From an optimization exercise on the open Yosys and OpenROAD flow, aimed at small area; shortcuts taken in it are not production practice.
Function was checked by simulation only, so behaviour that the tests miss may differ from the original.
No activity file was given, so power comes from the tool's default toggle rates.

`flow/config.mk`:
```
export PLATFORM = sky130hd
export DESIGN_NAME = legv8_datapath_hs
export DESIGN_NICKNAME = legv8_datapath_hs
export VERILOG_FILES = /design/flow/design.v
export SDC_FILE = /design/flow/constraint.sdc
export NUM_CORES = 4
export LEC_CHECK = 0
export ABC_CLOCK_PERIOD_IN_PS = 8000
export CAP_MARGIN = 5
export CORE_MARGIN = 2
export CORE_UTILIZATION = 45
export SETUP_SLACK_MARGIN = 0.2
export SLEW_MARGIN = 5
export SYNTH_HIERARCHICAL = 1
export SYNTH_MINIMUM_KEEP_SIZE = 0
```
`flow/constraint.sdc`:
```
create_clock -name core_clock -period 16.0 [get_ports {clk}]
set_input_delay 3.2000 -clock core_clock [delete_from_list [all_inputs] [get_ports {clk}]]
set_output_delay 3.2000 -clock core_clock [all_outputs]
set_load 0.01 [all_outputs]
```
`flow/design.v`:
```
module legv8_datapath_hs (
   input  logic        clk,
   input  logic        rst,
   input  logic        cw_valid,
   output logic        cw_ready,
   input  logic [26:0] cw,
   input  logic [31:0] k,
   output logic        mem_req,
   output logic        mem_we,
   output logic [12:0] mem_addr,
   output logic [31:0] mem_wdata,
   input  logic [31:0] mem_rdata,
   input  logic        mem_ack,
   output logic [31:0] pc,
   output logic [4:0]  status,
   output logic        busy,
   output logic        err_timeout,
   input  logic [3:0]  dbg_sel,
   output logic [31:0] dbg_data
);
   logic        st_exec, st_mem;       
   logic [26:0] cw_reg;
   logic [5:0]  cw_rst;                
   logic [20:0] cw_nrst;               
   logic [31:0] k_reg;
   logic [31:0] pc_reg;
   logic [3:0]  flags_reg;
   logic        err_reg;
   logic [7:0]  wait_cnt;
   logic [31:0] rf [15];
   logic [14:0] rf_valid;
   logic [3:0] da, sa, sb;
   logic [4:0] fs;
   logic       bsel, asel, reg_write, mem_rd, mem_wr, status_load;
   logic [1:0] wb_sel, ps;
   assign cw_reg      = {cw_nrst[20:9], cw_rst, cw_nrst[8:0]};
   assign da          = cw_reg[26:23];
   assign sa          = cw_reg[22:19];
   assign sb          = cw_reg[18:15];
   assign fs          = cw_reg[14:10];
   assign bsel        = cw_reg[9];
   assign asel        = cw_reg[8];
   assign reg_write   = cw_reg[7];
   assign mem_rd      = cw_reg[6];
   assign mem_wr      = cw_reg[5];
   assign status_load = cw_reg[4];
   assign wb_sel      = cw_reg[3:2];
   assign ps          = cw_reg[1:0];
   logic [14:0] sel_a, sel_b, sel_d;
   always_comb begin
      for (int i = 0; i < 15; i++) begin
         sel_a[i] = rf_valid[i] && (sa == 4'(i));
         sel_b[i] = rf_valid[i] && (sb == 4'(i));
         sel_d[i] = rf_valid[i] && (dbg_sel == 4'(i));
      end
   end
   function automatic logic [31:0] rd_port(input logic [14:0] sel,
                                           input logic [15*32-1:0] flat);
      logic [31:0] v;
      v = '0;
      for (int i = 0; i < 15; i++) v = v | (flat[32*i +: 32] & {32{sel[i]}});
      rd_port = v;
   endfunction
   logic [15*32-1:0] rf_flat;
   always_comb for (int i = 0; i < 15; i++) rf_flat[32*i +: 32] = rf[i];
   logic [31:0] a_val, b_val;
   assign a_val    = rd_port(sel_a, rf_flat);
   assign b_val    = rd_port(sel_b, rf_flat);
   assign dbg_data = rd_port(sel_d, rf_flat);
   logic [31:0] a_in, b_mux, b_in, sum, alu_res, wb_data;
   logic        alu_c, alu_v, alu_z;
   assign a_in  = fs[1] ? ~a_val : a_val;
   assign b_mux = bsel ? k_reg : b_val;
   assign b_in  = fs[0] ? ~b_mux : b_mux;
   function automatic logic [32:0] ripple(input logic [31:0] a, input logic [31:0] b,
                                          input logic cin);
      logic [32:0] r;
      logic        c;
      c = cin;
      for (int i = 0; i < 32; i++) begin
         r[i] = a[i] ^ b[i] ^ c;
         c    = (a[i] & b[i]) | (c & (a[i] ^ b[i]));
      end
      r[32] = c;
      ripple = r;
   endfunction
   logic [32:0] sum_lo, sum_ext;
   logic [12:0] sum_hi;
   logic        c31;
   assign sum_lo  = ripple({12'd0, a_in[19:0]}, {12'd0, b_in[19:0]}, fs[0]);
   assign sum_hi  = {1'b0, a_in[31:20]} + {1'b0, b_in[31:20]} + 13'(sum_lo[20]);
   assign sum_ext = {sum_hi, sum_lo[19:0]};
   assign sum     = sum_ext[31:0];
   assign c31     = sum_ext[31] ^ a_in[31] ^ b_in[31];
   logic        shr;
   logic [31:0] sh_out, sh_rev;
   assign shr = fs[2];
   legv8_shifter u_shift (.a(a_in), .shr(shr), .n(b_mux[5:0]), .y(sh_out));
   always_comb for (int i = 0; i < 32; i++) sh_rev[i] = sh_out[31-i];
   logic [31:0] z_kill;
   logic        z_add;
   assign z_kill = (a_in ^ b_in) ^ {a_in[30:0] | b_in[30:0], fs[0]};
   assign z_add  = (z_kill == '0);
   logic [31:0] other_res;
   always_comb begin
      case (fs[4:2])
         3'd0: other_res = a_in & b_in;
         3'd1: other_res = a_in | b_in;
         3'd3: other_res = a_in ^ b_in;
         3'd4: other_res = sh_out;
         3'd5: other_res = sh_rev;
         3'd6: other_res = b_mux;
         default: other_res = '0;
      endcase
   end
   logic is_add;
   assign is_add  = (fs[4:2] == 3'd2);
   assign alu_res = is_add ? sum : other_res;
   assign alu_c   = is_add & sum_ext[32];
   assign alu_v   = is_add & (sum_ext[32] ^ c31);
   assign alu_z   = is_add ? z_add : (other_res == '0);
   logic [31:0] pc_plus4, pc_branch, pc_next;
   logic [32:0] br_ext;
   assign pc_plus4  = {pc_reg[31:2] + 30'd1, pc_reg[1:0]};
   assign br_ext    = ripple({pc_reg[31:2], 2'b00}, {k_reg[29:0], 2'b00}, 1'b0);
   assign pc_branch = {br_ext[31:2], pc_reg[1:0]};
   always_comb begin
      case (wb_sel)
         2'b00:   wb_data = alu_res;
         2'b01:   wb_data = mem_rdata;
         2'b10:   wb_data = b_val;
         default: wb_data = pc_plus4;
      endcase
   end
   logic mem_op, accept, commit, timeout_hit, idle;
   assign idle        = !st_exec && !st_mem;
   assign mem_op      = mem_rd | mem_wr;
   assign cw_ready    = idle || (st_exec && !mem_op);
   assign accept      = cw_valid && cw_ready;
   assign commit      = (st_exec && !mem_op) || (st_mem && mem_ack);
   assign timeout_hit = (wait_cnt == 8'd254);
   logic [14:0] we_row;
   always_comb
      for (int i = 0; i < 15; i++)
         we_row[i] = commit && reg_write && (da == 4'(i));
   always_ff @(posedge clk) begin
      for (int i = 0; i < 15; i++)
         if (we_row[i]) rf[i] <= wb_data;
   end
   always_ff @(posedge clk or posedge rst) begin
      if (rst) rf_valid <= '0;
      else     rf_valid <= rf_valid | we_row;
   end
   always_ff @(posedge clk or posedge rst) begin
      if (rst) begin
         cw_rst <= '0;
      end else if (accept) begin
         cw_rst <= cw[14:9];
      end
   end
   always_ff @(posedge clk) begin
      if (accept) begin
         cw_nrst <= {cw[26:15], cw[8:0]};
         k_reg         <= k;
      end
   end
   always_comb begin
      case (ps)
         2'b01:   pc_next = pc_plus4;
         2'b10:   pc_next = asel ? k_reg : a_val;
         2'b11:   pc_next = pc_branch;
         default: pc_next = pc_reg;
      endcase
   end
   always_ff @(posedge clk or posedge rst) begin
      if (rst) begin
         st_exec   <= 1'b0;
         st_mem    <= 1'b0;
         pc_reg    <= '0;
         flags_reg <= '0;
         err_reg   <= 1'b0;
      end else begin
         if (commit) begin
            if (status_load) flags_reg <= {alu_v, alu_c, alu_res[31], alu_z};
            pc_reg <= pc_next;
         end
         if (st_mem && !mem_ack && timeout_hit) err_reg <= 1'b1;
         st_exec <= accept;
         st_mem  <= (st_exec && mem_op) || (st_mem && !mem_ack && !timeout_hit);
      end
   end
   always_ff @(posedge clk) begin
      if (st_mem) wait_cnt <= wait_cnt + 8'd1;
      else        wait_cnt <= '0;
   end
   assign mem_req     = st_mem;
   assign mem_we      = mem_wr;
   assign mem_addr    = alu_res[12:0];
   assign mem_wdata   = b_val;
   assign pc          = pc_reg;
   assign status      = {flags_reg, alu_z};
   assign busy        = st_exec || st_mem;
   assign err_timeout = err_reg;
endmodule
module legv8_shifter (
   input  logic [31:0] a,
   input  logic        shr,
   input  logic [5:0]  n,
   output logic [31:0] y
);
   logic [31:0] t0, t1, t2, t3, t4, t5;
   always_comb for (int i = 0; i < 32; i++) t0[i] = shr ? a[31-i] : a[i];
   assign t1 = n[0] ? {t0[30:0], 1'b0}  : t0;
   assign t2 = n[1] ? {t1[29:0], 2'b0}  : t1;
   assign t3 = n[2] ? {t2[27:0], 4'b0}  : t2;
   assign t4 = n[3] ? {t3[23:0], 8'b0}  : t3;
   assign t5 = n[4] ? {t4[15:0], 16'b0} : t4;
   assign y  = n[5] ? 32'd0 : t5;
endmodule
```
`flow/flow/run.sh`:
```
#!/bin/bash
# Standard ORFS layout (the standard.sh, standard synthesis unchanged) with
# two area-oriented knobs that ORFS reads from the environment:
#  - port buffers are the smallest buffer (every port still gets one);
#  - CTS clusters up to 30 sinks per leaf buffer and adds no dummy balancing loads.
# ORFS writes each step's full log under orfs/logs/; make's own output goes to
# standard.log here.
set -euo pipefail
export BUFFER_PORTS_ARGS="-buffer_cell sky130_fd_sc_hd__buf_1"
export CTS_ARGS="-sink_clustering_enable -repair_clock_nets -dont_use_dummy_load -sink_clustering_size 30 -sink_clustering_max_diameter 100"
bash standard.sh > standard.log 2>&1
```
`flow/standard.sh`:
```
#!/bin/bash
# synth_recipe.tcl (not shown) runs the flow's synth.tcl, then flattens the netlist and writes it again
# the make line also repeats each setting of config.mk as NAME=value (left out here)
make -C /OpenROAD-flow-scripts/flow DESIGN_CONFIG=/design/flow/config.mk WORK_HOME=/design/flow/orfs CLKGATE_MAP_FILE= SYNTH_SCRIPT=/design/flow/synth_recipe.tcl "${@:-finish}"
```
==> results of run 1 <==
[power by group]
group / switching [mW] / internal (mW)
clock: 0.521 / 0.380
combinational: 3.23 / 1.54
sequential: 0.166 / 2.05
[worst max-delay path, delay by kind of cell (launching register included)]
family / cells / cell delay (ns)
adders and majority gates: 21 / 8.77
AOI/OAI and AO/OA: 5 / 1.48
and+or+nand+nor: 5 / 1.42
muxes: 3 / 1.32
DFF: 1 / 0.60
buffers and inverters: 6 / 0.44
xor gates and xnor gates: 1 / 0.14
[layout make-up]
| type | instances | area, µm² | share of cell area [%] |
|---|---|---|---|
| diodes | 7 | 17.5 | 0.0437 |
| clock buffers | 34 | 851 | 2.12 |
| inverters | 149 | 559 | 1.40 |
| multi-input cells | 2232 | 17800 | 44.5 |
| flip-flops and latches | 601 | 17700 | 44.1 |
| well taps | 1070 | 1340 | 3.34 |
| repair buffers | 346 | 1780 | 4.45 |
[modules after synthesis (local to each module, per instance)]
module | cells inside | flip-flops and latches | cell area (µm²)
legv8_shifter | 270 | 0 | 2290
legv8_datapath_hs | 3012 | 601 | 35100
[logic make-up (layout without fill, tap and decap cells)]
family                     Yosys count  in the layout  share of synthesized area, %
AOI/OAI and AO/OA                 1079           1079                          21.9
xor gates and xnor gates           141            141                          3.34
muxes                              150            150                          6.37
adders and majority gates          117            117                          4.90
other                                0              7                             0
buffers and inverters              449            529                          5.54
and+or+nand+nor                    745            745                          10.7
DFF                                601            601                          47.3
[per-layer routing]
metal / vias to the layer above / GRT usage (%) / routed length, µm
li1: 13200 / - / -
met3: 815 / 17.5 / 33700
met2: 3915 / 61.0 / 78200
met1: 17200 / 62.9 / 74600
met5: - / 0 / 34
met4: 6 / 24.6 / 13800
[metrics by stage]
step	utilization, %	instances	total power [mW]	cell area, µm²
finish	48.8	4439	7.89	40000
global route	48.8	4438	8.12	40000
CTS	48.8	4432	7.65	40000
detailed placement	47.7	4398	6.76	39200
global placement	47.7	4398	6.77	39200
floorplan	-	3282	5.01	37400
[cells in the mapped netlist (all sizes together) (18+ instances only)]
library cell	instances
nor3	30
a22o	71
o211ai	18
clkbuf	191
and4	33
a22oi	478
or2	20
xnor2	56
a222oi	98
edfxtp	533
nor2b	26
buf	109
a211oi	18
a21oi	99
nand4	94
nand2	164
a221oi	74
nor4	18
mux2i	41
o21ai	105
ha	68
and3	111
dfrtp	60
inv	146
mux4	66
xor2	84
a221o	21
fa	49
nand3	44
nor2	147
mux2	43
and2	18
[worst paths after layout]
path | to | slack (ns)
hold / removal | wait_cnt[0]$_SDFF_PN0_ | 0.47
hold reg to reg | wait_cnt[0]$_SDFF_PN0_ | 0.47
setup reg to reg | rf[9][30]$_DFFE_PP_ | 1.42
setup / recovery | rf[9][30]$_DFFE_PP_ | 1.42
max in group asynchronous | cw_rst[3]$_DFFE_PP0P_ | 12.18
min in group asynchronous | pc_reg[18]$_DFFE_PP0P_ | 2.88
[layout by cell type, fill, tap and decap left out, drive strengths merged, types with 84 or more instances in the layout]
master / Yosys / routed
nand2: 164 / 164
nor2: 147 / 147
and3: 111 / 111
nand4: 94 / 94
o21ai: 105 / 105
a222oi: 98 / 98
inv: 146 / 146
a22oi: 478 / 478
a21oi: 99 / 99
buf: 109 / 346
edfxtp: 533 / 533
xor2: 84 / 84
==> flow_summary.json, run 1 <==
{
  "grt_pass1_vias": 33000,
  "ctsHtreeMaxLevel": 2,
  "maxCapViolations": 0,
  "synth_top_area_share_pct": 42.8,
  "synth_cell_type_count": 85,
  "route.detailed.drc": 0,
  "gp_congestion": 1.06,
  "grt_max_degree": 75,
  "first_iter_violations": 8535,
  "synth_seq_cells": 601,
  "cts_buffer_depth": 3,
  "syn_nets": 3498,
  "synth.yosys.seq_area_share_pct": 47.3,
  "avgSynthCellArea_um2": 11.4,
  "clk_latency_ns": 0.63,
  "syn_to_final_growth_pct": 7.17,
  "path_max_fanout": 16,
  "reg2reg_from": "cw_nrst[9]$_DFFE_PP_",
  "wire_per_inst_um": 45.1,
  "worst_pin_slew_ns": 1.25,
  "hold_buffers": 0,
  "crit_required_ns": 16.23,
  "num-fill-cells": 7351,
  "ios": 218,
  "max_freq_mhz": 68.6,
  "rows": 105,
  "min_from": "wait_cnt[0]$_SDFF_PN0_",
  "rsz0062_at_grt": "false",
  "ys_async_sr_fraction_pct": 9.98,
  "io_buffers": 217,
  "post_cts_buffers": 0,
  "power_leakage_nw": 13.4,
  "die_h_um": 292,
  "fp.coreArea_mm2": 0.0821,
  "cp_slowest_stage_delay_ns": 0.64,
  "vias_per_cell": 7.93,
  "netlist_instances": 3282,
  "cp_data_arrival_time_ns": 14.80,
  "start_kind": "register",
  "cts_buffers": 34,
  "die_area_mm2": 0.0854,
  "yosys-top-cells-area": "edfxtp_1 43%, a22oi_1 9.6%, dfrtp_1 4.0%",
  "antenna_found_initial": 15,
  "critPathLaunch": "cw_nrst[9]$_DFFE_PP_",
  "dp_hpwl_um": 132000,
  "powerDensity_mw_per_mm2": 197,
  "max_slew_margin_pct": 16.5,
  "hold_class": "register to register",
  "finalMaxSlewViolations": 0,
  "skew_ns": 0.106,
  "grt_pass1_wl_um": 270000,
  "die_x_um": 292,
  "grt-ovfl-total": 0,
  "fin_setup_tns_ns": 0,
  "hold_violations": 0,
  "vdd_drop_max_v": 0.000115,
  "hold_ws_ns": 0.475,
  "drtAntennaViolNets": 0,
  "synth_edf_count": 533,
  "cpMaxStageDelayCell": "mux4_2",
  "grt_usage_pct": 45.5,
  "cts_resized": 0,
  "finalNetCount": 3580,
  "clockRootBuffer": "clkbuf_16",
  "cts.reportedPaths.clkPinSlew_ns": 0.09,
  "synth_ff_type": "edfxtp_1",
  "period_minus_slack_ns": 14.58,
  "min_path_cells": 1,
  "drtPass1Iterations": 14,
  "worst_r2r_path_depth": 41,
  "ys_warn_count": 9,
  "largest_reg_flops": 480,
  "setup_ws_ns": 1.42,
  "status": "no timing/DRC/antenna violations",
  "drt_wl_total_um": 200000,
  "crit_top_cell": "fa_1",
  "layout-drive-gt1-share_pct": 11.3,
  "initial_core_util_pct": 45.5,
  "crit_path_end_kind": "register",
  "netlist_area_mm2": 0.0374,
  "synth_area_leader_cell": "edfxtp_1",
  "setup_violations": 0,
  "place_ws_ns": 1.48,
  "cts_tree": "yes",
  "critPathKind": "register to register",
  "cts_sinks": 601,
  "vias": 35200,
  "min_period_over_period_pct": 91.1
}
==> run 2: changes to the inputs <==
--- a/flow/config.mk
+++ b/flow/config.mk
@@ -10,3 +10,3 @@
 export CORE_MARGIN = 2
-export CORE_UTILIZATION = 45
+export CORE_UTILIZATION = 50
 export SETUP_SLACK_MARGIN = 0.2
==> flow_summary.json, run 2 <==
{
  "status": "no timing/DRC/antenna violations",
  "vias": 35100,
  "avgSynthCellArea_um2": 11.4,
  "synth-xor-area-share_pct": 3.34,
  "hold_class": "register to register",
  "first_iter_violations": 9836,
  "ys_warn_count": 9,
  "powerDensity_mw_per_mm2": 196,
  "finalMaxSlewViolations": 0,
  "route.detailed.drc": 0,
  "crit_top_cell": "fa_1",
  "cp_slowest_stage_delay_ns": 0.68,
  "fp.coreArea_mm2": 0.0742,
  "die_x_um": 277,
  "wire_per_inst_um": 44.0,
  "worst_r2r_path_depth": 41,
  "hold_violations": 0,
  "hold_buffers": 0,
  "die_area_mm2": 0.0769,
  "cts_tree": "yes",
  "ys_async_sr_fraction_pct": 9.98,
  "syn_nets": 3498,
  "synth_commonest_cells": "533 x edfxtp_1, 478 x a22oi_1, 189 x clkbuf_1",
  "r2r_end": "rf[6][28]$_DFFE_PP_",
  "clkPwrFrac_pct": 10.3,
  "critPathKind": "register to register",
  "post_cts_buffers": 0,
  "crit_path_end_kind": "register",
  "place_area_mm2": 0.0389,
  "drt_wl_total_um": 190000,
  "grt_pass1_wl_um": 259000,
  "place_inst": 4281,
  "sw_frac_of_total_pct": 49.9,
  "cts_buffer_depth": 3,
  "cpMaxStageDelayCell": "mux4_2",
  "largest_reg_flops": 480,
  "power_leakage_nw": 13.3,
  "clockRootBuffer": "clkbuf_16",
  "p_sw_mw": 3.88,
  "finalNetCount": 3558,
  "io_buffers": 217,
  "synth_top_area_share_pct": 42.8,
  "register_area_mm2": 0.0177,
  "grt_pass1_vias": 32600,
  "gp_congestion": 1.05,
  "maxCapViolations": 0,
  "cp_data_arrival_time_ns": 15.02,
  "skew_ns": 0.155,
  "synth_compound_area_share_pct": 21.9,
  "setup_violations": 0,
  "vias_per_cell": 8.13,
  "setup_ws_ns": 1.38,
  "grt_max_degree": 64,
  "final_cells": 4319,
  "final_common_cell": "edfxtp_1",
  "min_from": "err_reg$_DFFE_PP0P_",
  "grt-ovfl-total": 0,
  "cts_sinks": 601,
  "clk_latency_ns": 0.72,
  "antenna_found_initial": 12,
  "max_slew_margin_pct": 6.42,
  "final_cell_mix": "533 x edfxtp_1, 478 x a22oi_1, 217 x buf_1",
  "path_max_fanout": 15,
  "dp_hpwl_um": 125000,
  "synthAdderAreaFrac_pct": 4.90,
  "syn_to_final_growth_pct": 6.13,
  "place_ws_ns": 1.52,
  "synth_cell_type_count": 85,
  "synthSimpleGateAreaFrac_pct": 10.7,
  "crit_path_end": "rf[6][28]$_DFFE_PP_",
  "seqPwrFrac_pct": 28.4,
  "cts_buffers": 28,
  "comb_power_share_pct": 61.3,
  "final_area_mm2": 0.0397,
  "yosys-top-cells-area": "edfxtp_1 43%, a22oi_1 9.6%, dfrtp_1 4.0%",
  "rsz0062_at_grt": "false",
  "rows": 100,
  "die_h_um": 277,
  "internal_power_mw": 3.90,
  "netlist_instances": 3282,
  "max_freq_mhz": 68.4,
  "drtAntennaViolNets": 0,
  "synth_top_family_by_area": "compound AO/OA/AOI/OAI gates",
  "synth_edf_count": 533,
  "netlist_area_mm2": 0.0374,
  "final_util_pct": 53.5,
  "r2r_slack_ns": 1.38,
  "cts.reportedPaths.clkPinSlew_ns": 0.11,
  "synth_ff_type": "edfxtp_1",
  "cts_resized": 0,
  "synth_seq_cells": 601,
  "ctsHtreeMaxLevel": 1,
  "min_period_over_period_pct": 91.4,
  "synth_mux_area_share_pct": 6.37,
  "critPathLaunch": "cw_nrst[11]$_DFFE_PP_",
  "initial_core_util_pct": 50.4,
  "crit_required_ns": 16.40,
  "reg2reg_from": "cw_nrst[11]$_DFFE_PP_",
  "drtPass1Iterations": 11,
  "fin_setup_tns_ns": 0,
  "layout-drive-gt1-share_pct": 10.8,
  "grt_usage_pct": 47.8,
  "vdd_drop_max_v": 0.000133,
  "multi_input_area_mm2": 0.0178,
  "period_minus_slack_ns": 14.62,
  "num-fill-cells": 6435,
  "synth_area_leader_cell": "edfxtp_1",
  "ios": 218,
  "synth.yosys.seq_area_share_pct": 47.3,
  "synth.most_common_cell": "edfxtp_1",
  "worst_pin_slew_ns": 1.40,
  "start_kind": "register"
}
[run 2: cell counts after synthesis]
Identical to the previous run, type by type.
[run 2: how the worst min path moves through the flow]
stage                             end  slack (ns)  cells past startpoint
3_5_place_dp      err_reg$_DFFE_PP0P_        0.46                      2
5_1_grt           err_reg$_DFFE_PP0P_        0.51                      2
2_1_floorplan  wait_cnt[0]$_SDFF_PN0_        0.44                      1
4_1_cts        wait_cnt[0]$_SDFF_PN0_        0.48                      1
6_report          err_reg$_DFFE_PP0P_        0.48                      2
3_3_place_gp   wait_cnt[0]$_SDFF_PN0_        0.45                      1
[run 2: final cells by class]
class	instances	share of cell area (%)
multi-input combinational	2232	44.9
sequential	601	44.6
timing repair buffer	330	4.19
tap	969	3.06
clock buffer	28	1.77
inverter	149	1.41
antenna	10	0.0631
[run 2: worst max-delay path, delay by kind of cell, from the launching register on]
family / cells / cell delay (ns)
adders and majority gates: 21 / 8.73
DFF: 1 / 0.65
and+or+nand+nor: 5 / 1.53
xor gates and xnor gates: 1 / 0.16
muxes: 3 / 1.28
buffers and inverters: 6 / 0.43
AOI/OAI and AO/OA: 5 / 1.48
[run 2: through the flow]
step / hold slack [ns] / power [mW]
floorplan: 0.437 / 5.01
global placement: 0.449 / 6.68
detailed placement: 0.458 / 6.69
CTS: 0.480 / 7.49
global route: 0.512 / 7.97
finish: 0.479 / 7.77
[run 2: cell families after synthesis]
group                    after synthesis
AO/OA/AOI/OAI                       1079
multiplexers                         150
AND/OR/NAND/NOR                      745
XOR/XNOR                             141
flip-flops                           601
adder cells (fa/ha/maj)              117
buffers and inverters                449
[run 2: Yosys stat by module, one instance, submodules excluded]
| module | flip-flops and latches | cells |
|---|---|---|
| legv8_datapath_hs | 601 | 3012 |
| legv8_shifter | 0 | 270 |
[run 2: routing by layer]
layer / global-route usage, % / part of all wire (%)
met5: 0.438 / 0.031
met4: 26.3 / 7.6
met2: 63.7 / 38
met1: 65.4 / 36
met3: 20.0 / 18
[run 2: power by group through the flow]
stage,logic [mW],clock network [mW],registers [mW]
after floorplan,2.84,0,2.18
after global placement,4.45,0,2.23
after detailed placement,4.46,0,2.23
after CTS,4.49,0.799,2.20
after global routing,4.90,0.851,2.22
final,4.76,0.800,2.21

## separate check: timing with driven ports
The flow's constraints put no driver on any port. The routed layouts listed below were extracted and timed again, unchanged, in two steps.
Step 1, drivers: a clkbuf_16 drives clk and a buf_2 each remaining input, both assumed.
Step 2 times the ports against the registers' clock, not the clock port: input delays grow and output delays shrink by t, the midpoint of the rising clock arrivals with the driver on.
Three values: ideal ports, drivers, drivers and shift; two values: the first two.
run | t (ns) | setup slack, ns | slew at the worst register clock pin (ns) | pins driven straight from the clock port
run 1 | 0.649 | 1.424 / 1.424 / 1.424 | 0.12 / 0.12 | 1
run 2 | 0.714 | 1.382 / 1.382 / 1.382 | 0.12 / 0.12 | 1
After both steps setup and hold are still met in every run listed.
